Background: an optimization exercise with open tools, aiming at small area, a short achievable clock period and few clock cycles per item. Do not read the settings as production practice.
Function was checked by simulation only, so behaviour that the tests miss may differ from the original.

==> flow/design.v (outline; a module is shown in full before it is edited, if it fits) <==
// module md_mul: 3313 lines
// module md_sched: 142 lines
module md_sched (
  input  logic        clk,
  input  logic        reset,
  input  logic        E_valid,
  input  logic [2:0]  E_md_op,
  input  logic [31:0] E_rs,
  input  logic [31:0] E_rt,
  input  logic        D_is_md,
  output logic        start,
  output logic        busy,
  output logic        md_stall,
  output logic [31:0] hi,
  output logic [31:0] lo
);
  // ...
==> flow/run.sh <==
#!/bin/bash
# synth_recipe.tcl (not shown) runs the flow's synth.tcl, then flattens the netlist and writes it again
# the make line also repeats each setting of config.mk as NAME=value (left out here)
make -C /OpenROAD-flow-scripts/flow DESIGN_CONFIG=/design/flow/config.mk WORK_HOME=/design/flow/orfs CLKGATE_MAP_FILE= SYNTH_SCRIPT=/design/flow/synth_recipe.tcl finish
==> flow/config.mk <==
export PLATFORM = sky130hd
export DESIGN_NAME = md_sched
export DESIGN_NICKNAME = md_sched
export VERILOG_FILES = /design/flow/design.v
export SDC_FILE = /design/flow/constraint.sdc
export NUM_CORES = 4
export LEC_CHECK = 0
export CAP_MARGIN = 20
export CORE_MARGIN = 2
export CORE_UTILIZATION = 40
export SETUP_SLACK_MARGIN = 5
export SLEW_MARGIN = 20
==> flow/constraint.sdc <==
create_clock -name core_clock -period 120.0 [get_ports {clk}]
set_input_delay 24.0000 -clock core_clock [delete_from_list [all_inputs] [get_ports {clk}]]
set_output_delay 24.0000 -clock core_clock [all_outputs]
set_load 0.01 [all_outputs]
==> out/qor.yml, run 1 <==
outcome:
  status: "finished clean"
sta:
  period_share: 0.4156
  slew_viol_final: 0
  holdWs_ns: 0.4777
  tns_ns: 0
finish:
  clkbuf_count: 9
  multi_input_area_share: 0.8037
  syn_to_final_growth_pct: 6.708
  n_antenna_cell: 10
setup_path:
  endpoint_kind: "output pin"
  crit_path_end: "start"
  required_ns: 96.00
  path_class: "input pin to output pin"
  cp_slowest_stage_delay_ns: 0.70
yosys:
  synth.most_common_cell: "inv_1"
  avgSynthCellArea_sq_um: 7.764
routing:
  drtPass1Iterations: 6
  wl_met2_mm: 85.55
  met3WireLength_mm: 21.91
  ant_nets: 0
placement:
  placed_area_sq_mm: 0.04712
  io_buffer_count: 137
clocking:
  clk_pin_slew_ns: 0.08
  hold_buffers: 0
die:
  start_util: 0.4022
  die-area_sq_mm: 0.1138
global_route:
  grt_usage: 0.3408
Testbench counts, summed over its fixed seeds: cycles 42,968, items 32,000.
==> module md_sched, before the edit <==
module md_sched (
  input  logic        clk,
  input  logic        reset,
  input  logic        E_valid,
  input  logic [2:0]  E_md_op,
  input  logic [31:0] E_rs,
  input  logic [31:0] E_rt,
  input  logic        D_is_md,
  output logic        start,
  output logic        busy,
  output logic        md_stall,
  output logic [31:0] hi,
  output logic [31:0] lo
);
  localparam int DIV_ROWS = 4;
  localparam int MAX_K    = (32 + DIV_ROWS - 1) / DIV_ROWS;    
  localparam int LW       = DIV_ROWS * MAX_K;                  
  logic [31:0] r_h;       
  logic [LW-1:0] r_l;     
  logic [31:0] r_b;       
  logic [3:0]  r_cnt;     
  logic        r_nh;      
  logic        r_nl;      
  logic        w_mul, w_div, w_signed, w_mthi, w_mtlo;
  logic        w_a_neg, w_b_neg;
  logic [31:0] w_am, w_bm;
  logic [63:0] w_prod;
  logic        w_b_zero, w_q_zero, w_clz_eq;
  logic [32:0] w_diff;
  logic [5:0]  w_n;
  logic [3:0]  w_k;
  logic [LW+31:0] w_init;
  logic [31:0] w_h_next;
  logic [LW-1:0] w_l_next;
  function automatic logic [5:0] clz32(input logic [31:0] v);
    logic [31:0] x;
    logic [4:0]  n;
    x = v;
    n[4] = (x[31:16] == 16'd0);
    x    = n[4] ? {x[15:0], 16'd0} : x;
    n[3] = (x[31:24] == 8'd0);
    x    = n[3] ? {x[23:0], 8'd0} : x;
    n[2] = (x[31:28] == 4'd0);
    x    = n[2] ? {x[27:0], 4'd0} : x;
    n[1] = (x[31:30] == 2'd0);
    x    = n[1] ? {x[29:0], 2'd0} : x;
    n[0] = ~x[31];
    clz32 = (v == 32'd0) ? 6'd32 : {1'b0, n};
  endfunction
  function automatic logic [31:0] cneg32(input logic [31:0] v, input logic neg);
    logic seen;
    seen = 1'b0;
    for (int i = 0; i < 32; i++) begin
      cneg32[i] = v[i] ^ (neg & seen);
      seen      = seen | v[i];
    end
  endfunction
  md_mul u_mul (
    .x ({w_signed & E_rs[31], E_rs}),
    .y ({w_signed & E_rt[31], E_rt}),
    .p (w_prod)
  );
  always_comb begin
    busy     = (r_cnt != 4'd0);
    w_mul    = (E_md_op == md_sched_pkg::MD_MULT) || (E_md_op == md_sched_pkg::MD_MULTU);
    w_div    = (E_md_op == md_sched_pkg::MD_DIV)  || (E_md_op == md_sched_pkg::MD_DIVU);
    w_signed = (E_md_op == md_sched_pkg::MD_MULT) || (E_md_op == md_sched_pkg::MD_DIV);
    start    = E_valid && (w_mul || w_div) && !busy;
    w_mthi   = E_valid && (E_md_op == md_sched_pkg::MD_MTHI) && !busy;
    w_mtlo   = E_valid && (E_md_op == md_sched_pkg::MD_MTLO) && !busy;
    md_stall = D_is_md && (start || busy);
    w_a_neg  = w_signed & E_rs[31];
    w_b_neg  = w_signed & E_rt[31];
    w_am     = cneg32(E_rs, w_a_neg);
    w_bm     = cneg32(E_rt, w_b_neg);
    w_b_zero = (E_rt == 32'd0);
    w_diff   = {1'b0, w_am} - {1'b0, w_bm};
    w_q_zero = w_diff[32];
    w_clz_eq = (clz32(w_am) == clz32(w_bm));
    w_n      = clz32(w_bm) - clz32(w_am) + 6'd1;
    w_k      = 4'((w_n + 6'(DIV_ROWS - 1)) / 6'(DIV_ROWS));
    w_init   = {{LW{1'b0}}, w_am} << (LW - DIV_ROWS * int'(w_k));
    w_h_next = r_h;
    w_l_next = r_l;
    for (int i = 0; i < DIV_ROWS; i++) begin
      logic [32:0] t, d;
      t        = {w_h_next, w_l_next[LW-1]};
      d        = t - {1'b0, r_b};
      w_h_next = d[32] ? t[31:0] : d[31:0];
      w_l_next = {w_l_next[LW-2:0], ~d[32]};
    end
  end
  always_ff @(posedge clk) begin
    if (reset) begin
      r_h   <= 32'd0;
      r_l   <= '0;
      r_b   <= 32'd0;
      r_cnt <= 4'd0;
      r_nh  <= 1'b0;
      r_nl  <= 1'b0;
    end else if (busy) begin
      r_h   <= w_h_next;
      r_l   <= w_l_next;
      r_cnt <= r_cnt - 4'd1;
    end else if (start && w_mul) begin
      r_h  <= w_prod[63:32];
      r_l  <= LW'(w_prod[31:0]);
      r_nh <= 1'b0;
      r_nl <= 1'b0;
    end else if (start && !w_b_zero) begin
      if (w_q_zero) begin
        r_h  <= E_rs;
        r_l  <= '0;
        r_nh <= 1'b0;
        r_nl <= 1'b0;
      end else if (w_clz_eq) begin
        r_h  <= w_diff[31:0];
        r_l  <= LW'(1);
        r_nh <= w_a_neg;
        r_nl <= w_a_neg ^ w_b_neg;
      end else begin
        r_h   <= w_init[LW+31:LW];
        r_l   <= w_init[LW-1:0];
        r_b   <= w_bm;
        r_cnt <= w_k;
        r_nh  <= w_a_neg;
        r_nl  <= w_a_neg ^ w_b_neg;
      end
    end else begin
      if (w_mthi) begin
        r_h  <= E_rs;
        r_nh <= 1'b0;
      end
      if (w_mtlo) begin
        r_l  <= LW'(E_rs);
        r_nl <= 1'b0;
      end
    end
  end
  assign hi = cneg32(r_h, r_nh);
  assign lo = cneg32(r_l[31:0], r_nl);
endmodule
==> run 2: changes to the inputs <==
--- a/flow/design.v
+++ b/flow/design.v
@@ -3384,6 +3384,28 @@
       seen      = seen | v[i];
     end
   endfunction
+  function automatic logic [33:0] bksub(input logic [32:0] t, input logic [32:0] b);
+    logic [32:0] g, p, nb, c;
+    nb = ~b;
+    g = t & nb; p = t ^ nb;
+    g[0] = t[0] | nb[0];
+    for (int k = 0; k < 6; k++) begin
+      for (int i = 0; i < 33; i++)
+        if (((i + 1) % (2 << k)) == 0) begin
+          g[i] = g[i] | (p[i] & g[i - (1 << k)]);
+          p[i] = p[i] & p[i - (1 << k)];
+        end
+    end
+    for (int k = 4; k >= 0; k--) begin
+      for (int i = 0; i < 33; i++)
+        if (((i + 1) % (2 << k)) == (1 << k) && i >= (2 << k)) begin
+          g[i] = g[i] | (p[i] & g[i - (1 << k)]);
+          p[i] = p[i] & p[i - (1 << k)];
+        end
+    end
+    c = {g[31:0], 1'b1};
+    bksub = {g[32], (t ^ nb) ^ c};
+  endfunction
   md_mul u_mul (
     .x ({w_signed & E_rs[31], E_rs}),
     .y ({w_signed & E_rt[31], E_rt}),
@@ -3412,11 +3434,12 @@
     w_h_next = r_h;
     w_l_next = r_l;
     for (int i = 0; i < DIV_ROWS; i++) begin
-      logic [32:0] t, d;
+      logic [32:0] t;
+      logic [33:0] d;
       t        = {w_h_next, w_l_next[LW-1]};
-      d        = t - {1'b0, r_b};
-      w_h_next = d[32] ? t[31:0] : d[31:0];
-      w_l_next = {w_l_next[LW-2:0], ~d[32]};
+      d        = bksub(t, {1'b0, r_b});
+      w_h_next = d[33] ? d[31:0] : t[31:0];
+      w_l_next = {w_l_next[LW-2:0], d[33]};
     end
   end
   always_ff @(posedge clk) begin
--- a/flow/config.mk
+++ b/flow/config.mk
@@ -5,6 +5,7 @@
 export SDC_FILE = /design/flow/constraint.sdc
 export NUM_CORES = 4
 export LEC_CHECK = 0
+export ABC_AREA = 1
 export CAP_MARGIN = 20
 export CORE_MARGIN = 2
 export CORE_UTILIZATION = 40
==> run 2 against run 1 <==
Still clean on timing, DRC and antenna. Cell count rose by 4.2%. Hold slack improved by 0.014 ns. Synthesized cell count rose by 5.6%. Clock skew rose by 0.00096 ns. Clock-buffer cell count rose by 1. Cell area fell by 2.8%. Non-clock buffer count fell by 10. Area after synthesis fell by 2.9%. Die area fell by 2.9%. Sequential share of layout area rose by 0.12 points. Utilization rose by 0.14 points. Largest cell class unchanged.
==> out/qor.yml, run 2 <==
outcome:
  status: "finished clean"  # unchanged
clocking:
  post-cts-setup-buffers: 0  # unchanged
  clk_pin_slew_ns: 0.08  # about the same
  clk_path_buf_depth: 2  # unchanged
  cts-root-buf: "clkbuf_16"  # unchanged
  cts_tree: "built"  # unchanged
  hold_buffers: 0  # unchanged
  cts_buffers: 9  # unchanged
  cts_resized: 0  # unchanged
  cts.sinks: 102  # unchanged
  cts_max_level: 3  # unchanged
  insertion_delay_ns: 0.38  # was 0.37 ns
finish:
  final_cell_mix: "1064 x inv_1, 880 x nand2_1, 671 x xor2_1, 545 x fa_1, 533 x o22ai_1"  # was 740 x inv_1, 489 x a22oi_1, 484 x fa_1, 427 x xnor2_1, 412 x xor2_1
  drive_gt1_frac: 0.05110  # was 0.06296
  syn_to_final_growth_pct: 6.796  # was 6.708%
  layout.nets: 6842  # was 6396
  fin_area_sq_mm: 0.04609  # was 0.04743 sq mm
  final_common_cell: "inv_1"  # unchanged
  reg_top3: "r_b (32), r_h (32), r_l (32)"  # unchanged
setup_path:
  required_ns: 96.00  # about the same
  start_kind: "input pin"  # unchanged
  cp.arrival_ns: 25.61  # was 25.87 ns
  critical_path.cell_chain: "clkdlybuf4s50_1, inv_1, nand3_1, nand3_1, nor2_1, clkdlybuf4s50_1"  # was clkdlybuf4s50_1, nor3_1, nor2_1, nand3_1, inv_1, clkdlybuf4s50_1
  path_class: "input pin to output pin"  # unchanged
  cp_max_fo: 4  # was 10
  cp_slowest_stage_delay_ns: 0.58  # was 0.70 ns
  worst_path_max_delay_cell: "clkdlybuf4s50_1"  # unchanged
  endpoint_kind: "output pin"  # unchanged
  rrSetupSlack_ns: 101.87  # was 102.25 ns
hold_path:
  worst_hold_path_type: "register to register"  # unchanged
routing:
  drtPass1Iterations: 7  # was 6
  dr_total_vias: 43650  # was 43930
  drt_iter0_drc: 5273  # was 4845
  drc: 0  # unchanged
  wirelength_mm: 184.4  # was 196.6 mm
  avgViaCountPerCell: 5.936  # was 6.225
  post_drt_wl_per_cell_um: 25.08  # was 27.86 um
  ant_nets: 0  # unchanged
yosys:
  synth.area.mux_share: 0.0002319  # was 0.02494
  synth_area_sq_mm: 0.04316  # was 0.04445 sq mm
  yosys.area_share.xor_xnor: 0.1508  # was 0.1668
  synth-seq-area-share: 0.04731  # was 0.04594
  synth_cell_types: 62  # was 89
  postSynthCellCount: 6048  # was 5725
  synth-adder-area-share: 0.3346  # was 0.2990
  yosysTopAreaCell: "fa_1"  # unchanged
  synth.most_common_cell: "inv_1"  # unchanged
  yosysWarnings: 2  # unchanged
  synth_area_leaders: "fa_1 25%, xor2_1 14%, inv_1 9.3%, ha_1 8.2%, o22ai_1 7.7%"  # was fa_1 22%, xnor2_1 8.4%, a22oi_1 8.3%, xor2_1 8.2%, ha_1 8.1%
  synth.top_cell.area_share: 0.2528  # was 0.2185
  synthArstFlopShare: 0  # unchanged
  ys_dominant_reg_cell: "dfxtp_1"  # unchanged
  synth-seq-cells: 102  # unchanged
  synthTopCellsByCount: "1067 x inv_1, 885 x nand2_1, 671 x xor2_1"  # was 740 x inv_1, 489 x a22oi_1, 485 x fa_1
  avgSynthCellArea_sq_um: 7.136  # was 7.764 sq um
  synth-simple-area-share: 0.1640  # was 0.1166
  synth_enable_flop_cells: 0  # unchanged
  synth_compound_area_frac: 0.1688  # was 0.2445
  synth_top_family_by_area: "adder cells"  # unchanged
  syn_nets: 6946  # was 6567
sta:
  slew_viol_final: 0  # unchanged
  skew_ns: 0.01330  # was 0.01234 ns
  tns_ns: 0  # unchanged
  fmax_mhz: 20.16  # was 20.05 MHz
  period_needed_ns: 49.61  # was 49.87 ns
  finalHoldViolCount: 0  # unchanged
  holdWs_ns: 0.4919  # was 0.4777 ns
  tightest_slew_ns: 1.184  # was 1.372 ns
  period_share: 0.4134  # was 0.4156
  setup_viol: 0  # unchanged
  rsz0062_at_grt: "no"  # unchanged
  maxSlewHeadroom: 0.2101  # was 0.08201
placement:
  routabilityCongestion: 1.040  # was 1.061
  dpl.hpwl_mm: 135.0  # was 138.1 mm
  placed_area_sq_mm: 0.04580  # was 0.04712 sq mm
  io_buffer_count: 137  # unchanged
die:
  die_x_um: 332.5  # was 337.3 um
  rows: 120  # was 122
  coreArea_sq_mm: 0.1071  # was 0.1105 sq mm
  die-area_sq_mm: 0.1105  # was 0.1138 sq mm
  die_h_um: 332.5  # was 337.3 um
  ios: 138  # unchanged
  start_util: 0.4031  # was 0.4022
global_route:
  grt_pass1_wl_mm: 275.2  # was 287.4 mm
  grt_pass1_vias: 43030  # was 42910
  overflow: 0  # unchanged
  grt_max_degree: 69  # was 72
  antenna_found_initial: 2  # was 18
  grt_usage: 0.3276  # was 0.3408
run:
  max_cap_viol_count: 0  # unchanged
## run 2: logic make-up after synthesis
kind of cell | count (synthesis)
compound gates | 1252
xor+xnor | 743
fa+ha+maj | 827
buf+inv | 1512
flops | 102
mux | 1
simple gates | 1611
## run 2: cell type report
type                    count  area [sq um]
flip-flops and latches    102          2042
well taps                1403          1755
clock inverters             6         53.80
clock buffers              10         239.0
inverters                1123          4218
multi-input cells        4434         35390
fillers                 11220         60960
diodes                      1         2.502
repair buffers            274          2390
## run 2: path summary, 6_finish.rpt
path                                 start  endpoint  cells past startpoint
worst max register to register      r_b[2]    r_h[3]                    102
worst min-delay path              r_cnt[2]  r_cnt[2]                      2
worst max-delay path            E_md_op[2]     start                      6
worst min register to register    r_cnt[2]  r_cnt[2]                      2
## run 2: through the flow
| step | setup WS, ns | cells | util |
|---|---|---|---|
| after floorplan | 71.47 | 6048 | - |
| after global placement | 70.44 | 7336 | 0.4278 |
| after detailed placement | 70.43 | 7336 | 0.4278 |
| after CTS | 70.41 | 7352 | 0.4305 |
| after global routing | 70.35 | 7352 | 0.4305 |
| final | 70.39 | 7353 | 0.4305 |
## run 2: routing by layer
layer	global-route usage	wire length, um	share of wire	up-vias
met5	0	0	0	-
met4	0.1620	11060	0.060	0
met3	0.09562	23400	0.13	611
met2	0.4944	77360	0.42	2661
met1	0.4264	72600	0.39	21180
li1	-	-	-	19200
## run 2: worst max-delay path: cells and delay by family
kind                   cells  cell delay, ns
and+or+nand+nor            3            0.40
buffers and inverters      3            1.21
Testbench counts of run 2, summed over its fixed seeds: cycles 42,968, items 32,000.
==> run 3: changes to the inputs <==
==> flow/flow/run.sh (new file) <==
#!/bin/bash
set -e
export BUFFER_PORTS_ARGS="-buffer_cell sky130_fd_sc_hd__buf_2"
bash standard.sh > standard.log 2>&1
==> flow/standard.sh (new file) <==
#!/bin/bash
# synth_recipe.tcl (not shown) runs the flow's synth.tcl, then flattens the netlist and writes it again
# the make line also repeats each setting of config.mk as NAME=value (left out here)
make -C /OpenROAD-flow-scripts/flow DESIGN_CONFIG=/design/flow/config.mk WORK_HOME=/design/flow/orfs CLKGATE_MAP_FILE= SYNTH_SCRIPT=/design/flow/synth_recipe.tcl "${@:-finish}"
removed: flow/run.sh
==> run 3 against run 2 <==
Sequential share of layout area rose by 0.065 points. Area after synthesis is the same. Synthesized cell count stayed put. Flip-flop and latch count did not move. Die area unchanged. First-iteration DRC count is 0.28% lower. Cell area fell by 1.4%. Global-route usage fell by 0.082 points. Cell count is essentially flat. Fmax is 1.7% higher.
==> out/qor.yml, run 3 <==
yosys:
  synth.top_cell.area_share: 0.2528  # unchanged
  avgSynthCellArea_sq_um: 7.136  # unchanged
  synth_cell_types: 62  # unchanged
  synth.area.mux_share: 0.0002319  # unchanged
  synth_top_family_by_area: "adder cells"  # unchanged
  yosysWarnings: 2  # unchanged
  synth.most_common_cell: "inv_1"  # unchanged
  synth_compound_area_frac: 0.1688  # unchanged
  synthTopCellsByCount: "1067 x inv_1, 885 x nand2_1, 671 x xor2_1"  # unchanged
  syn_nets: 6946  # unchanged
  ys_dominant_reg_cell: "dfxtp_1"  # unchanged
  synth-simple-area-share: 0.1640  # unchanged
  synth-seq-area-share: 0.04731  # unchanged
  postSynthCellCount: 6048  # unchanged
  yosys.area_share.xor_xnor: 0.1508  # unchanged
  synth_area_sq_mm: 0.04316  # unchanged
  synth-adder-area-share: 0.3346  # unchanged
  synth_enable_flop_cells: 0  # unchanged
  synth_area_leaders: "fa_1 25%, xor2_1 14%, inv_1 9.3%, ha_1 8.2%, o22ai_1 7.7%"  # unchanged
  synth-seq-cells: 102  # unchanged
  yosysTopAreaCell: "fa_1"  # unchanged
  synthArstFlopShare: 0  # unchanged
routing:
  drc: 0  # unchanged
  drtPass1Iterations: 6  # was 7
  dr_total_vias: 43430  # was 43650
  ant_nets: 0  # unchanged
  post_drt_wl_per_cell_um: 25.02  # was 25.08 um
  drt_iter0_drc: 5258  # was 5273
  avgViaCountPerCell: 5.903  # was 5.936
  wirelength_mm: 184.1  # was 184.4 mm
die:
  die_x_um: 332.5  # unchanged
  die-area_sq_mm: 0.1105  # unchanged
  rows: 120  # unchanged
  ios: 138  # unchanged
  start_util: 0.4031  # unchanged
  coreArea_sq_mm: 0.1071  # unchanged
  die_h_um: 332.5  # unchanged
sta:
  finalHoldViolCount: 0  # unchanged
  tns_ns: 0  # unchanged
  slew_viol_final: 0  # unchanged
  period_share: 0.4065  # was 0.4134
  rsz0062_at_grt: "no"  # unchanged
  fmax_mhz: 20.50  # was 20.16 MHz
  layout_setup_ws_ns: 71.23  # was 70.39 ns
  period_needed_ns: 48.77  # was 49.61 ns
  skew_ns: 0.01325  # was 0.01330 ns
  tightest_slew_ns: 1.016  # was 1.184 ns
  setup_viol: 0  # unchanged
  maxSlewHeadroom: 0.3155  # was 0.2101
placement:
  pre_cts_ws_ns: 71.25  # was 70.43 ns
  io_buffer_count: 137  # unchanged
  dpl.hpwl_mm: 135.5  # was 135.0 mm
  dp.cells: 7334  # was 7336
  placed_area_sq_mm: 0.04510  # was 0.04580 sq mm
  routabilityCongestion: 1.038  # was 1.040
finish:
  final_util: 0.4243  # was 0.4305
  fin_area_sq_mm: 0.04543  # was 0.04609 sq mm
  drive_gt1_frac: 0.07365  # was 0.05110
  fill_cells: 11220  # unchanged
  layout.nets: 6840  # was 6842
  syn_to_final_growth_pct: 5.256  # was 6.796%
  final_common_cell: "inv_1"  # unchanged
  final_cell_mix: "1063 x inv_1, 880 x nand2_1, 671 x xor2_1, 545 x fa_1, 533 x o22ai_1"  # was 1064 x inv_1, 880 x nand2_1, 671 x xor2_1, 545 x fa_1, 533 x o22ai_1
  reg_top3: "r_b (32), r_h (32), r_l (32)"  # unchanged
  stdcell_count: 7358  # was 7353
setup_path:
  critical_path.cell_chain: "buf_2, o21ai_0, nand3_1, nor2_1, buf_2"  # was clkdlybuf4s50_1, inv_1, nand3_1, nand3_1, nor2_1, clkdlybuf4s50_1
  worst_path_max_delay_cell: "nor2_1"  # was clkdlybuf4s50_1
  cp_slowest_stage_delay_ns: 0.19  # was 0.58 ns
  path_class: "input pin to output pin"  # unchanged
  endpoint_kind: "output pin"  # unchanged
  cp_max_fo: 3  # was 4
  path_common_cell: "buf_2"
  required_ns: 96.00  # about the same
  cp.arrival_ns: 24.77  # was 25.61 ns
  reg2reg_depth: 102  # unchanged
  start_kind: "input pin"  # unchanged
clocking:
  insertion_delay_ns: 0.37  # was 0.38 ns
  cts_buffers: 9  # unchanged
  cts.sinks: 102  # unchanged
  cts_resized: 0  # unchanged
  post-cts-setup-buffers: 0  # unchanged
  cts_tree: "built"  # unchanged
  cts-root-buf: "clkbuf_16"  # unchanged
  hold_buffers: 0  # unchanged
  clk_pin_slew_ns: 0.08  # about the same
  clk_path_buf_depth: 2  # unchanged
  cts_max_level: 3  # unchanged
global_route:
  grt_max_degree: 69  # unchanged
  grt_usage: 0.3268  # was 0.3276
  grt_pass1_vias: 42660  # was 43030
  use_met3: 0.09206  # was 0.09562
  met2_usage: 0.4938  # was 0.4944
  met1_usage: 0.4293  # was 0.4264
  gr-max-usage-layer: "met2"  # unchanged
  grt_pass1_wl_mm: 273.3  # was 275.2 mm
  antenna_found_initial: 18  # was 2
  overflow: 0  # unchanged
outcome:
  status: "finished clean"  # unchanged
run:
  max_cap_viol_count: 0  # unchanged
hold_path:
  worst_hold_path_type: "register to register"  # unchanged
  holdPathStages: 2  # unchanged
[run 3: cell counts after synthesis]
No cell type changed its count.
[run 3: layout make-up]
type                       instances  area, sq um  area share
antenna                            8        20.02   0.0004407
clock inverter                     4        45.04   0.0009916
clock buffer                      12        256.5    0.005646
multi-input combinational       4434        35390      0.7791
tap                             1403         1755     0.03864
timing repair buffer             272         1699     0.03740
sequential                       102         2042     0.04495
inverter                        1123         4218     0.09285
[run 3: kinds of logic (layout without fill, tap and decap cells)]
family | Yosys count | in the layout
xor gates and xnor gates | 743 | 743
DFF | 102 | 102
adders and majority gates | 827 | 827
AOI/OAI and AO/OA | 1252 | 1252
and+or+nand+nor | 1611 | 1611
other | 0 | 8
muxes | 1 | 1
buffers and inverters | 1512 | 1411
[run 3: layer usage]
| layer | part of all wire | vias up | wire, um |
|---|---|---|---|
| li1 | - | 19220 | - |
| met1 | 0.39 | 20890 | 72620 |
| met2 | 0.42 | 2678 | 77360 |
| met3 | 0.13 | 626 | 23390 |
| met4 | 0.058 | 22 | 10620 |
| met5 | 0.00075 | - | 138 |
[run 3: final timing paths]
| path | slack (ns) | start | to |
|---|---|---|---|
| min | 0.50 | r_cnt[2] | r_cnt[2] |
| max reg2reg | 102.40 | r_b[2] | r_h[16] |
| max | 71.23 | E_md_op[1] | start |
| min reg2reg | 0.50 | r_cnt[2] | r_cnt[2] |
[run 3: worst max-delay path, delay by kind of cell]
kind / cells / cell delay [ns]
AOI/OAI and AO/OA: 1 / 0.18
buffers and inverters: 2 / 0.28
and+or+nand+nor: 2 / 0.31
[run 3: through the flow]
stage | hold slack [ns]
floorplan | 0.4568
global placement | 0.4730
detailed placement | 0.4746
CTS | 0.4902
global route | 0.5050
finish | 0.4951
==> run 4: changes to the inputs <==
--- a/flow/design.v
+++ b/flow/design.v
@@ -3358,7 +3358,9 @@
   logic [32:0] w_diff;
   logic [5:0]  w_n;
   logic [3:0]  w_k;
-  logic [LW+31:0] w_init;
+  logic [4:0]  w_sh;
+  logic [32:0] w_pow;
+  logic [32:0] w_y;
   logic [31:0] w_h_next;
   logic [LW-1:0] w_l_next;
   function automatic logic [5:0] clz32(input logic [31:0] v);
@@ -3408,7 +3410,7 @@
   endfunction
   md_mul u_mul (
     .x ({w_signed & E_rs[31], E_rs}),
-    .y ({w_signed & E_rt[31], E_rt}),
+    .y (w_y),
     .p (w_prod)
   );
   always_comb begin
@@ -3430,7 +3432,9 @@
     w_clz_eq = (clz32(w_am) == clz32(w_bm));
     w_n      = clz32(w_bm) - clz32(w_am) + 6'd1;
     w_k      = 4'((w_n + 6'(DIV_ROWS - 1)) / 6'(DIV_ROWS));
-    w_init   = {{LW{1'b0}}, w_am} << (LW - DIV_ROWS * int'(w_k));
+    w_sh     = 5'(LW - DIV_ROWS * int'(w_k));
+    w_pow    = 33'd1 << w_sh;
+    w_y      = w_div ? (w_a_neg ? (33'd0 - w_pow) : w_pow) : {w_signed & E_rt[31], E_rt};
     w_h_next = r_h;
     w_l_next = r_l;
     for (int i = 0; i < DIV_ROWS; i++) begin
@@ -3471,8 +3475,8 @@
         r_nh <= w_a_neg;
         r_nl <= w_a_neg ^ w_b_neg;
       end else begin
-        r_h   <= w_init[LW+31:LW];
-        r_l   <= w_init[LW-1:0];
+        r_h   <= w_prod[63:32];
+        r_l   <= w_prod[31:0];
         r_b   <= w_bm;
         r_cnt <= w_k;
         r_nh  <= w_a_neg;
==> run 4 against run 3 <==
Highest routed layer unchanged. Still clean. Fmax fell by 4.9%.
==> out/qor.yml, run 4 <==
outcome:
  status: "finished clean"  # unchanged
clocking:
  cts_tree: "built"  # unchanged
  clk_pin_slew_ns: 0.07  # was 0.08 ns
  cts_resized: 0  # unchanged
  cts-root-buf: "clkbuf_16"  # unchanged
  cts_max_level: 3  # unchanged
  cts.sinks: 102  # unchanged
  clk_path_buf_depth: 2  # unchanged
  hold_buffers: 0  # unchanged
  post-cts-setup-buffers: 0  # unchanged
  cts_buffers: 9  # unchanged
  insertion_delay_ns: 0.37  # about the same
global_route:
  grt_pass1_wl_mm: 262.7  # was 273.3 mm
  grt_usage: 0.3220  # was 0.3268
  grt_pass1_vias: 40990  # was 42660
  antenna_found_initial: 13  # was 18
  overflow: 0  # unchanged
  grt_max_degree: 78  # was 69
die:
  rows: 119  # was 120
  die_h_um: 330.7  # was 332.5 um
  die-area_sq_mm: 0.1094  # was 0.1105 sq mm
  die_x_um: 330.7  # was 332.5 um
  coreArea_sq_mm: 0.1056  # was 0.1071 sq mm
  start_util: 0.4044  # was 0.4031
  ios: 138  # unchanged
sta:
  rsz0062_at_grt: "no"  # unchanged
  period_share: 0.4274  # was 0.4065
  skew_ns: 0.01079  # was 0.01325 ns
  slew_viol_final: 0  # unchanged
  layout_setup_ws_ns: 68.71  # was 71.23 ns
  tns_ns: 0  # unchanged
  finalHoldViolCount: 0  # unchanged
  tightest_slew_ns: 1.075  # was 1.016 ns
  fmax_mhz: 19.50  # was 20.50 MHz
  maxSlewHeadroom: 0.2760  # was 0.3155
  period_needed_ns: 51.29  # was 48.77 ns
  holdWs_ns: 0.4805  # was 0.4951 ns
  setup_viol: 0  # unchanged
routing:
  drt_iter0_drc: 4524  # was 5258
  avgViaCountPerCell: 5.770  # was 5.903
  dr_total_vias: 41930  # was 43430
  drc: 0  # unchanged
  wirelength_mm: 178.7  # was 184.1 mm
  wl_met2_mm: 75.47  # was 77.36 mm
  met3WireLength_mm: 21.41  # was 23.39 mm
  ant_nets: 0  # unchanged
  drt-met1-wl_mm: 69.42  # was 72.62 mm
  maxUsedRoutingLayer: "met5"  # unchanged
  drtPass1Iterations: 9  # was 6
  post_drt_wl_per_cell_um: 24.59  # was 25.02 um
setup_path:
  cp_slowest_stage_delay_ns: 0.86  # was 0.19 ns
  rrSetupSlack_ns: 102.97  # was 102.40 ns
  start_kind: "input pin"  # unchanged
  critical_path.cell_chain: "buf_2, inv_1, nand3_1, nand2_1, clkinv_1, a21oi_1, inv_1, nor2_1, buf_2"  # was buf_2, o21ai_0, nand3_1, nor2_1, buf_2
  path_class: "input pin to output pin"  # unchanged
  worst_path_max_delay_cell: "clkinv_1"  # was nor2_1
  required_ns: 96.00  # about the same
  cp.arrival_ns: 27.29  # was 24.77 ns
  endpoint_kind: "output pin"  # unchanged
  cp_max_fo: 28  # was 3
yosys:
  synth_area_sq_mm: 0.04269  # was 0.04316 sq mm
  synth_area_leaders: "fa_1 26%, xor2_1 14%, inv_1 10%, ha_1 8.3%, nand2_1 8.2%"  # was fa_1 25%, xor2_1 14%, inv_1 9.3%, ha_1 8.2%, o22ai_1 7.7%
  postSynthCellCount: 5962  # was 6048
  synthTopCellsByCount: "1169 x inv_1, 931 x nand2_1, 687 x xor2_1"  # was 1067 x inv_1, 885 x nand2_1, 671 x xor2_1
  synth.top_cell.area_share: 0.2556  # was 0.2528
  synth-seq-cells: 102  # unchanged
  synth_enable_flop_cells: 0  # unchanged
  avgSynthCellArea_sq_um: 7.161  # was 7.136 sq um
  synthArstFlopShare: 0  # unchanged
  synth.most_common_cell: "inv_1"  # unchanged
  synth_cell_types: 57  # was 62
  syn_nets: 6861  # was 6946
  ys_dominant_reg_cell: "dfxtp_1"  # unchanged
  synth-seq-area-share: 0.04783  # was 0.04731
  yosysTopAreaCell: "fa_1"  # unchanged
  yosysWarnings: 2  # unchanged
placement:
  dpl.hpwl_mm: 128.9  # was 135.5 mm
  io_buffer_count: 137  # unchanged
  routabilityCongestion: 1.034  # was 1.038
  pre_cts_ws_ns: 68.76  # was 71.25 ns
hold_path:
  worst_hold_path_type: "register to register"  # unchanged
finish:
  drive_gt1_frac: 0.06493  # was 0.07365
  final_common_cell: "inv_1"  # unchanged
  final_cell_mix: "1155 x inv_1, 928 x nand2_1, 687 x xor2_1, 545 x fa_1, 514 x o22ai_1"  # was 1063 x inv_1, 880 x nand2_1, 671 x xor2_1, 545 x fa_1, 533 x o22ai_1
  syn_to_final_growth_pct: 5.234  # was 5.256%
  reg_top3: "r_b (32), r_h (32), r_l (32)"  # unchanged
  layout.nets: 6762  # was 6840
run:
  max_cap_viol_count: 0  # unchanged
[run 4: layer usage]
metal | vias up | global-route usage
met5 | - | 0.001304
met4 | 14 | 0.1771
met3 | 655 | 0.08618
met2 | 2565 | 0.4904
met1 | 19990 | 0.4138
li1 | 18700 | -
[run 4: cells by family (layout without fill, tap and decap cells)]
kind of cell	count (synthesis)	after routing	share of synthesized area
buffers and inverters	1576	1482	0.1411
and+or+nand+nor	1421	1421	0.1386
AOI/OAI and AO/OA	1226	1226	0.1677
adders and majority gates	828	828	0.3385
xor gates and xnor gates	807	807	0.1657
DFF	102	102	0.04783
muxes	2	2	0.0004982
other	0	7	0
[run 4: path summary, 6_finish.rpt]
check / startpoint / cells after the start / end
hold / removal: r_l[28] / 2 / r_l[28]
setup reg to reg: r_l[31] / 85 / r_h[8]
setup / recovery: E_md_op[1] / 9 / start
hold reg to reg: r_l[28] / 2 / r_l[28]
[run 4: cell type report]
cell class	instances	area, sq um
clock buffer	9	225.2
tap	1391	1740
sequential	102	2043
timing repair buffer	251	1541
multi-input combinational	4284	34720
fill	11000	60640
inverter	1215	4561
clock inverter	7	81.33
antenna	7	17.52
[run 4: metrics by stage]
stage	utilization	area [sq um]	std cells
after detailed placement	0.4225	44600	7243
after global routing	0.4255	44910	7261
final	0.4256	44930	7266
after floorplan	-	42690	5962
after CTS	0.4254	44910	7259
after global placement	0.4225	44600	7243
[run 4: critical path, delay by kind of cell]
family	cells	cell delay, ns
buf+inv	5	1.45
simple gates	3	1.06
compound gates	1	0.77
Testbench counts of run 4, summed over its fixed seeds: cycles 42,968, items 32,000.
==> run 5: changes to the inputs <==
--- a/flow/design.v
+++ b/flow/design.v
@@ -3358,9 +3358,7 @@
   logic [32:0] w_diff;
   logic [5:0]  w_n;
   logic [3:0]  w_k;
-  logic [4:0]  w_sh;
-  logic [32:0] w_pow;
-  logic [32:0] w_y;
+  logic [LW+31:0] w_init;
   logic [31:0] w_h_next;
   logic [LW-1:0] w_l_next;
   function automatic logic [5:0] clz32(input logic [31:0] v);
@@ -3410,7 +3408,7 @@
   endfunction
   md_mul u_mul (
     .x ({w_signed & E_rs[31], E_rs}),
-    .y (w_y),
+    .y ({w_signed & E_rt[31], E_rt}),
     .p (w_prod)
   );
   always_comb begin
@@ -3432,9 +3430,7 @@
     w_clz_eq = (clz32(w_am) == clz32(w_bm));
     w_n      = clz32(w_bm) - clz32(w_am) + 6'd1;
     w_k      = 4'((w_n + 6'(DIV_ROWS - 1)) / 6'(DIV_ROWS));
-    w_sh     = 5'(LW - DIV_ROWS * int'(w_k));
-    w_pow    = 33'd1 << w_sh;
-    w_y      = w_div ? (w_a_neg ? (33'd0 - w_pow) : w_pow) : {w_signed & E_rt[31], E_rt};
+    w_init   = {{LW{1'b0}}, w_am} << (LW - DIV_ROWS * int'(w_k));
     w_h_next = r_h;
     w_l_next = r_l;
     for (int i = 0; i < DIV_ROWS; i++) begin
@@ -3475,8 +3471,8 @@
         r_nh <= w_a_neg;
         r_nl <= w_a_neg ^ w_b_neg;
       end else begin
-        r_h   <= w_prod[63:32];
-        r_l   <= w_prod[31:0];
+        r_h   <= w_init[LW+31:LW];
+        r_l   <= w_init[LW-1:0];
         r_b   <= w_bm;
         r_cnt <= w_k;
         r_nh  <= w_a_neg;
==> flow/flow/run.sh (replaced) <==
#!/bin/bash
set -e
export BUFFER_PORTS_ARGS="-buffer_cell sky130_fd_sc_hd__buf_2"
R=$PWD/orfs/results/sky130hd/md_sched/base
bash standard.sh $R/1_2_yosys.v > standard_synth.log 2>&1
cp $R/1_2_yosys.v $PWD/1_2_yosys.standard.v
python3 flow/fa_polarity.py $PWD/1_2_yosys.standard.v $R/1_2_yosys.v > fa_polarity.log 2>&1
bash standard.sh > standard.log 2>&1
==> flow/flow/fa_polarity.py (new file) <==
#!/usr/bin/env python3
"""Remove inverters around full adders in a mapped sky130 netlist.

A full adder is self-dual: FA(~a, ~b, ~c) = (~sum, ~cout). For each
sky130_fd_sc_hd__fa_1 cell we may therefore feed it the complement of all
three inputs and take complemented outputs. This script picks, greedily,
which adders to flip so that fewer inverters (sky130_fd_sc_hd__inv_1) are
needed, then rewrites the netlist with one shared inverter per net whose
complement is still used. The logic function of every register input and
output port is unchanged; registers are not touched.

usage: fa_polarity.py IN.v OUT.v
"""
import re
import sys

INV = "sky130_fd_sc_hd__inv_1"
FA = "sky130_fd_sc_hd__fa_1"
OUT_PINS = {"X", "Y", "SUM", "COUT", "Q", "Q_N", "HI", "LO"}

src = open(sys.argv[1]).read()
m_start = src.index("module ")
body_start = src.index(";", m_start) + 1
m_end = src.rindex("endmodule")
header = src[:body_start]
body = src[body_start:m_end]
tail = src[m_end:]

cell_re = re.compile(r"^(\s*)(sky130_fd_sc_hd__\w+)\s+(\S+)\s*\((.*?)\);\n", re.S | re.M)
pin_re = re.compile(r"\.(\w+)\(([^()]*)\)")

ports = set()
for d in re.findall(r"^\s*(?:input|output)\s+(?:\[(\d+):(\d+)\]\s+)?(\S+);", body, re.M):
    hi_, lo_, name = d
    if hi_:
        for i in range(int(lo_), int(hi_) + 1):
            ports.add(f"{name}[{i}]")
    else:
        ports.add(name)

cells = []   # dicts: type, name, pins(list of [pin, net])
first_cell_pos = None
pieces = []
pos = 0
for mm in cell_re.finditer(body):
    if first_cell_pos is None:
        first_cell_pos = mm.start()
    pieces.append(body[pos:mm.start()])
    pins = [[p, n.strip()] for p, n in pin_re.findall(mm.group(4))]
    cells.append({"type": mm.group(2), "name": mm.group(3), "pins": pins, "ind": mm.group(1)})
    pieces.append(len(cells) - 1)
    pos = mm.end()
pieces.append(body[pos:])

driver = {}
for ci, c in enumerate(cells):
    for p, n in c["pins"]:
        if p in OUT_PINS and n:
            driver[n] = (ci, p)

# collapsible inverters: inv_1 whose output is not a port
def collapsible(ci):
    c = cells[ci]
    if c["type"] != INV:
        return False
    y = [n for p, n in c["pins"] if p == "Y"][0]
    return y not in ports

lit_cache = {}
def literal(net):
    """(base net, negated) after collapsing chains of collapsible inverters."""
    if net in lit_cache:
        return lit_cache[net]
    d = driver.get(net)
    if d is not None and collapsible(d[0]):
        a = [n for p, n in cells[d[0]]["pins"] if p == "A"][0]
        b, ng = literal(a)
        r = (b, not ng)
    else:
        r = (net, False)
    lit_cache[net] = r
    return r

# loads: every input pin of a kept cell
loads = []   # [cell index, pin index, base, neg]
for ci, c in enumerate(cells):
    if collapsible(ci):
        continue
    for pi, (p, n) in enumerate(c["pins"]):
        if p in OUT_PINS or not n or n.startswith("1'") or n.startswith("'"):
            continue
        b, ng = literal(n)
        loads.append([ci, pi, b, ng])

fas = [ci for ci, c in enumerate(cells) if c["type"] == FA]
flip = {ci: False for ci in fas}
fixed = set()
for ci in fas:
    for p, n in cells[ci]["pins"]:
        if p in ("SUM", "COUT") and n in ports:
            fixed.add(ci)

loads_of_base = {}
for li, (ci, pi, b, ng) in enumerate(loads):
    loads_of_base.setdefault(b, []).append(li)

def phys_flip(base):
    d = driver.get(base)
    if d is not None and d[0] in flip:
        return flip[d[0]]
    return False

def need(li):
    ci, pi, b, ng = loads[li]
    want = ng ^ flip.get(ci, False)
    return want ^ phys_flip(b)

def cost(base):
    return 1 if any(need(li) for li in loads_of_base.get(base, [])) else 0

def nets_of(ci):
    s = set()
    for p, n in cells[ci]["pins"]:
        if p in OUT_PINS:
            s.add(n)
        elif n in lit_cache or n:
            s.add(literal(n)[0])
    return s

before = sum(cost(b) for b in loads_of_base)
improved = True
rounds = 0
while improved and rounds < 20:
    improved = False
    rounds += 1
    for ci in fas:
        if ci in fixed:
            continue
        ns = nets_of(ci)
        c0 = sum(cost(b) for b in ns)
        flip[ci] = not flip[ci]
        c1 = sum(cost(b) for b in ns)
        if c1 < c0:
            improved = True
        else:
            flip[ci] = not flip[ci]
after = sum(cost(b) for b in loads_of_base)

# rewrite
def esc(n):
    return n + " " if n.startswith("\\") else n

inv_net = {}
new_cells = []
k = 0
for li, (ci, pi, b, ng) in enumerate(loads):
    if need(li):
        if b not in inv_net:
            k += 1
            nn = f"_fapol_{k}_"
            inv_net[b] = nn
            new_cells.append(f"  {INV} _fapol_inv_{k}_ (\n    .A({esc(b)}),\n    .Y({nn})\n  );\n")
        cells[ci]["pins"][pi][1] = inv_net[b]
    else:
        cells[ci]["pins"][pi][1] = b

out = [header]
decl = "".join(f"  wire {n};\n" for n in inv_net.values())
for piece in pieces:
    if isinstance(piece, int):
        if collapsible(piece):
            continue
        c = cells[piece]
        pins = ",\n".join(f"    .{p}({esc(n)})" for p, n in c["pins"])
        out.append(f"{c['ind']}{c['type']} {c['name']} (\n{pins}\n  );\n")
    else:
        out.append(piece)
text = "".join(out)
# declarations and new inverters go right after the header's declarations
idx = text.index(cells[0]["type"] + " " + cells[0]["name"])
idx = text.rindex("\n", 0, idx) + 1
text = text[:idx] + decl + "".join(new_cells) + text[idx:] + tail
open(sys.argv[2], "w").write(text)
n_old = sum(1 for ci in range(len(cells)) if collapsible(ci))
sys.stderr.write(f"fa_polarity: {len(fas)} adders, {sum(flip.values())} flipped; "
                 f"inverters {n_old} -> {len(inv_net)} (cost {before} -> {after})\n")
==> run 5 against run 4 <==
Clock-buffer cell count up 1. Register-to-register slack got worse by 0.52 ns. Still clean on timing, DRC and antenna. Global-route usage grew 1.7 points. Via count is 1.1% higher.
==> out/qor.yml, run 5 <==
global_route:
  grt_max_degree: 69  # was 78
  grt_usage: 0.3390  # was 0.3220
  overflow: 0  # unchanged
  grt_pass1_wl_mm: 272.6  # was 262.7 mm
  antenna_found_initial: 5  # was 13
  grt_pass1_vias: 41830  # was 40990
yosys:
  synth_area_sq_mm: 0.04190  # was 0.04269 sq mm
  postSynthCellCount: 5713  # was 5962
  syn_nets: 6611  # was 6861
  yosysWarnings: 2  # unchanged
  avgSynthCellArea_sq_um: 7.334  # was 7.161 sq um
routing:
  drtPass1Iterations: 8  # was 9
  wirelength_mm: 184.7  # was 178.7 mm
  avgViaCountPerCell: 6.064  # was 5.770
  post_drt_wl_per_cell_um: 26.42  # was 24.59 um
  ant_nets: 0  # unchanged
  drt_iter0_drc: 4855  # was 4524
  dr_total_vias: 42400  # was 41930
  drc: 0  # unchanged
sta:
  finalHoldViolCount: 0  # unchanged
  skew_ns: 0.01643  # was 0.01079 ns
  period_needed_ns: 48.73  # was 51.29 ns
  period_share: 0.4061  # was 0.4274
  slew_viol_final: 0  # unchanged
  maxSlewHeadroom: 0.2430  # was 0.2760
  tns_ns: 0  # unchanged
  setup_viol: 0  # unchanged
  tightest_slew_ns: 1.134  # was 1.075 ns
  layout_setup_ws_ns: 71.27  # was 68.71 ns
  rsz0062_at_grt: "no"  # unchanged
  fmax_mhz: 20.52  # was 19.50 MHz
setup_path:
  required_ns: 96.00  # about the same
  start_kind: "input pin"  # unchanged
  cp_max_fo: 3  # was 28
  cp.arrival_ns: 24.73  # was 27.29 ns
  worst_path_max_delay_cell: "nor2_1"  # was clkinv_1
  startpoint: "E_md_op[1]"  # unchanged
  endpoint_kind: "output pin"  # unchanged
  critPathBufInv: 2  # was 5
  rrSetupSlack_ns: 102.45  # was 102.97 ns
  path_common_cell: "buf_2"
  cp_top_family: "simple AND/OR/NAND/NOR gates"  # was buffers and inverters
  cp_slowest_stage_delay_ns: 0.19  # was 0.86 ns
  r2r-start: "r_b[2]"  # was r_l[31]
  path_class: "input pin to output pin"  # unchanged
  critical_path.cell_chain: "buf_2, o21ai_0, nand3_1, nor2_1, buf_2"  # was buf_2, inv_1, nand3_1, nand2_1, clkinv_1, a21oi_1, inv_1, nor2_1, buf_2
finish:
  drive_gt1_frac: 0.07825  # was 0.06493
  layout.nets: 6504  # was 6762
  final_common_cell: "nand2_1"  # was inv_1
  syn_to_final_growth_pct: 5.253  # was 5.234%
  fin_area_sq_mm: 0.04410  # was 0.04493 sq mm
  reg_top3: "r_b (32), r_h (32), r_l (32)"  # unchanged
  final_cell_mix: "881 x nand2_1, 726 x inv_1, 671 x xor2_1, 545 x fa_1, 533 x o22ai_1"  # was 1155 x inv_1, 928 x nand2_1, 687 x xor2_1, 545 x fa_1, 514 x o22ai_1
clocking:
  cts_tree: "built"  # unchanged
  clk_pin_slew_ns: 0.08  # was 0.07 ns
  cts_resized: 0  # unchanged
  insertion_delay_ns: 0.38  # was 0.37 ns
  cts-root-buf: "clkbuf_16"  # unchanged
  cts_buffers: 9  # unchanged
  hold_buffers: 0  # unchanged
  post-cts-setup-buffers: 0  # unchanged
  clk_path_buf_depth: 2  # unchanged
  cts_max_level: 3  # unchanged
  cts.sinks: 102  # unchanged
die:
  rows: 118  # was 119
  coreArea_sq_mm: 0.1036  # was 0.1056 sq mm
  die-area_sq_mm: 0.1074  # was 0.1094 sq mm
  ios: 138  # unchanged
  die_x_um: 327.7  # was 330.7 um
  die_h_um: 327.7  # was 330.7 um
  start_util: 0.4043  # was 0.4044
hold_path:
  worst_hold_path_type: "register to register"  # unchanged
  min_from: "r_cnt[2]"  # was r_l[28]
placement:
  io_buffer_count: 137  # unchanged
  routabilityCongestion: 1.022  # was 1.034
  dpl.hpwl_mm: 134.8  # was 128.9 mm
  pre_cts_ws_ns: 71.27  # was 68.76 ns
  placed_area_sq_mm: 0.04381  # was 0.04460 sq mm
run:
  max_cap_viol_count: 0  # unchanged
outcome:
  status: "finished clean"  # unchanged
## run 5: metal layers
layer,track usage,wire (um)
met1,0.4404,71960
met2,0.5123,77840
met3,0.09614,23200
met4,0.1745,11590
met5,0,107
## run 5: worst min-delay path, stage by stage (launching register included)
cell and delay (ns):
dfxtp_1 0.33, nand2_1 0.07, a21oi_1 0.05
## run 5: layout make-up
| cell class | instances | area [sq um] |
|---|---|---|
| clock buffers | 10 | 239.0 |
| repair buffers | 271 | 1692 |
| clock inverters | 5 | 46.29 |
| flip-flops and latches | 102 | 2042 |
| fillers | 10770 | 59540 |
| diodes | 2 | 5.005 |
| well taps | 1380 | 1727 |
| multi-input cells | 4434 | 35390 |
| inverters | 788 | 2960 |
## run 5: worst paths after layout
path	to	depth (start not counted)
max	start	5
min reg2reg	r_cnt[2]	2
max reg2reg	r_h[3]	100
min	r_cnt[2]	2
## run 5: through the flow
step,utilization,hold slack [ns],instances
floorplan,-,0.4568,5713
global placement,0.4227,0.4748,6975
detailed placement,0.4227,0.4724,6975
CTS,0.4255,0.4840,6990
global route,0.4255,0.5024,6990
finish,0.4255,0.4909,6992
Testbench counts of run 5, summed over its fixed seeds: cycles 42,968, items 32,000.

what the ideal ports hide:
The results above use ideal ports. As a check the final layouts listed here were re-extracted and re-timed, cells and wires unchanged.
Step 1, drivers: a clkbuf_16 drives clk and a buf_2 each remaining input, both assumed.
Step 2 moves the port delays by t, midway between the first and last clock arrival at a register: inputs arrive t later, outputs are due t later. That takes back most of the time a late clock gives input paths.
a / b / c = ideal ports / drivers / drivers and shift; a / b = the first two.
run	shift t [ns]	setup slack, ns	worst setup path after step 2	clock arrival spread, ns	worst data-port slew with drivers (ns)
run 1	0.419	70.133 / 70.107 / 70.107	input to output	0.013 / 0.012	0.15
run 2	0.425	70.394 / 70.360 / 70.360	input to output	0.014 / 0.013	0.08
run 3	0.425	71.225 / 71.201 / 71.201	input to output	0.013 / 0.013	0.21
run 4	0.412	68.711 / 68.586 / 68.586	input to output	0.010 / 0.011	0.20
run 5	0.429	71.266 / 71.245 / 71.245	input to output	0.017 / 0.016	0.18
After both steps setup and hold are still met in every run listed. The setup slack of run 4, which loses most, moves by -0.125 ns with the drivers and by -0.125 ns with both steps.
